This design comes from an exercise in tuning for small area and few clock cycles on the open sky130 flow, not from production work. Only simulation tests tie the RTL to the original design; equivalence was not proved. Power is estimated from default activity; no workload was simulated.

red:
==> flow/design.v (excerpt) <==
module rdma_resp_gen (
  input  logic                                core_clk,
  input  logic                                core_aresetn,
  input  logic                                psel_i,
  input  logic                                penable_i,
  input  logic                                pwrite_i,
  input  logic [7:0]                          paddr_i,
  input  logic [31:0]                         pwdata_i,
  output logic [31:0]                         prdata_o,
  output logic                                pready_o,
  output logic                                pslverr_o,
  input  logic                                req_valid_i,
  output logic                                req_ready_o,
  input  logic [resp_gen_cfg_pkg::DATA_W-1:0] req_data_i,
  output logic [resp_gen_cfg_pkg::DATA_W-1:0] m_axis_tdata_o,
  output logic [resp_gen_cfg_pkg::KEEP_W-1:0] m_axis_tkeep_o,
  output logic                                m_axis_tvalid_o,
  output logic                                m_axis_tlast_o,
  input  logic                                m_axis_tready_i
);
Settings: LEC_CHECK=0, CAP_MARGIN=20, CORE_AREA=10 10 290 290, CTS_BUF_LIST=sky130_fd_sc_hd__clkbuf_8, CTS_CLUSTER_DIAMETER=60, CTS_CLUSTER_SIZE=15, DIE_AREA=0 0 300 300, SLEW_MARGIN=20; clock period 12.0 ns.
standard.sh (not shown) runs the stock make flow with config.mk's settings and CLKGATE_MAP_FILE= SYNTH_SCRIPT=/design/flow/synth_recipe.tcl, a recipe that flattens the netlist after the stock synthesis.
==> flow/flow/run.sh <==
#!/bin/bash
# The standard layout, except that the port buffers are the smallest
# buffer cell instead of the default delay buffer. Each tool's output goes to
# the ORFS logs under orfs/logs; make's own output to standard.log.
set -o pipefail
export BUFFER_PORTS_ARGS="-buffer_cell sky130_fd_sc_hd__buf_1"
bash standard.sh BUFFER_PORTS_ARGS="$BUFFER_PORTS_ARGS" finish > standard.log 2>&1
As the logs show, red stopped at I/O pin placement (3_2_place_iop) after a tool error, so it never reached the end of the flow.
Testbench counts of red, summed over its fixed seeds: cycles 3,454.
diff inputs: red => blue
# red
export LEC_CHECK = 0
export CAP_MARGIN = 20
export CORE_AREA = 10 10 290 290
export CTS_BUF_LIST = sky130_fd_sc_hd__clkbuf_8
export CTS_CLUSTER_DIAMETER = 60
export CTS_CLUSTER_SIZE = 15
export DIE_AREA = 0 0 300 300
export SLEW_MARGIN = 20
create_clock -name core_clock -period 12.0 [get_ports {core_clk}]
# blue
export LEC_CHECK = 0
export CAP_MARGIN = 20
export CORE_AREA = 10 10 410 410
export CTS_BUF_LIST = sky130_fd_sc_hd__clkbuf_16
export CTS_CLUSTER_DIAMETER = 80
export CTS_CLUSTER_SIZE = 25
export DIE_AREA = 0 0 420 420
export SLEW_MARGIN = 20
create_clock -name core_clock -period 12.0 [get_ports {core_clk}]
==> comparison <==
Delta (blue minus red): number of different library cells in the post-synthesis netlist shows no meaningful change, effective utilization at floorplan shows a reduction of 15 points. Post-synth design cell area: red vs blue — no meaningful difference. Average footprint of a synthesized cell came out exactly the same in blue and red. blue completed every stage of the flow, and the final layout passed the timing, DRC and antenna checks. From blue to red, post-synthesis sequential area ratio did not move at all. Comparing red against blue, there is no change at all in proportion of synthesized area in mux cells. [compare] base=red new=blue: number of standard-cell rows in the floorplan +44, number of synthesized register bits has remained practically unchanged, post-synthesis instance total about even. From red to blue the numbers moved as follows: width of the die up about 40%; die span in y climbed about 40%.
Modified inputs, green compared to blue
# blue
export LEC_CHECK = 0
export CAP_MARGIN = 20
export CORE_AREA = 10 10 410 410
export CTS_BUF_LIST = sky130_fd_sc_hd__clkbuf_16
export CTS_CLUSTER_DIAMETER = 80
export CTS_CLUSTER_SIZE = 25
export DIE_AREA = 0 0 420 420
export SLEW_MARGIN = 20
create_clock -name core_clock -period 12.0 [get_ports {core_clk}]
# green
export LEC_CHECK = 0
export CAP_MARGIN = 20
export CORE_AREA = 10 10 410 410
export CTS_BUF_LIST = sky130_fd_sc_hd__clkbuf_8
export CTS_CLUSTER_DIAMETER = 60
export CTS_CLUSTER_SIZE = 15
export DIE_AREA = 0 0 420 420
export SLEW_MARGIN = 20
create_clock -name core_clock -period 12.0 [get_ports {core_clk}]
--- outcome ---
Worst setup slack after layout: green vs blue down 21 ps
Between green and blue, first-pass GRT wire length is lower for blue, green comes in above that.
Timing endpoint of the critical path: m_axis_tdata_o[205] -> green, m_axis_tdata_o[204] -> blue
Combinational group share of total power in green is 0.2 points higher than in blue
Compared with blue, in green total routing resource utilization after global routing barely changed, fraction of power consumed by sequential logic has increased.
Between green and blue, the core utilization does not differ in any meaningful way.
[inputs] orange vs green
# green
export LEC_CHECK = 0
export CAP_MARGIN = 20
export CORE_AREA = 10 10 410 410
export CTS_BUF_LIST = sky130_fd_sc_hd__clkbuf_8
export CTS_CLUSTER_DIAMETER = 60
export CTS_CLUSTER_SIZE = 15
export DIE_AREA = 0 0 420 420
export SLEW_MARGIN = 20
create_clock -name core_clock -period 12.0 [get_ports {core_clk}]
# orange
export LEC_CHECK = 0
export CAP_MARGIN = 20
export CORE_AREA = 10 10 280 280
export CTS_BUF_LIST = sky130_fd_sc_hd__clkbuf_8
export CTS_CLUSTER_DIAMETER = 60
export CTS_CLUSTER_SIZE = 15
export DIE_AREA = 0 0 290 290
export SLEW_MARGIN = 20
create_clock -name core_clock -period 12.0 [get_ports {core_clk}]
==> flow/flow/run.sh <==
#!/bin/bash
# The standard layout, except that the port buffers are the smallest
# buffer cell instead of the default delay buffer, and IO pins may sit one
# routing track apart (for a smaller die). Each tool's output goes to the
# ORFS logs under orfs/logs; make's own output to standard.log.
set -o pipefail
bash standard.sh BUFFER_PORTS_ARGS="-buffer_cell sky130_fd_sc_hd__buf_1" \
  PLACE_PINS_ARGS="-min_distance 1 -min_distance_in_tracks" finish > standard.log 2>&1
--- outcome ---
On global-route usage, the higher figure sits with orange, not green. In orange relative to green, maximum ir drop on the vdd rail had gone down by more than a quarter. orange vs green: pin count of the biggest net entering global routing down by a little under 10%. Route | orange vs green | wire shorter in orange.

==> what the ideal ports hide <==
How much do the figures lean on ideal ports? The routed layouts below were timed once more, with nothing changed but the port constraints.
Step 1 (the two cells are an assumption about what drives the block):
set clk [get_ports {core_clk}]
set_driving_cell -lib_cell sky130_fd_sc_hd__clkbuf_16 $clk
set_driving_cell -lib_cell sky130_fd_sc_hd__buf_2 [delete_from_list [all_inputs] $clk]
Step 2 moves the port delays by t, midway between the first and last clock arrival at a register: inputs arrive t later, outputs are due t later. That takes back most of the time a late clock gives input paths.
Three values: ideal ports, drivers, drivers and shift; two values: the first two.
| run | t (ns) | setup WS [ns] | worst slew at a driven data input, ns |
|---|---|---|---|
| blue | 0.637 | 1.369 / 1.320 / 1.320 | 0.30 |
| green | 0.655 | 1.348 / 1.294 / 1.294 | 0.30 |
| orange | 0.660 | 1.578 / 1.538 / 1.538 | 0.12 |
After both steps every run listed still meets setup and hold. For green, which loses most, drivers alone change the setup slack by -0.054 ns; drivers and shift together by -0.054 ns.
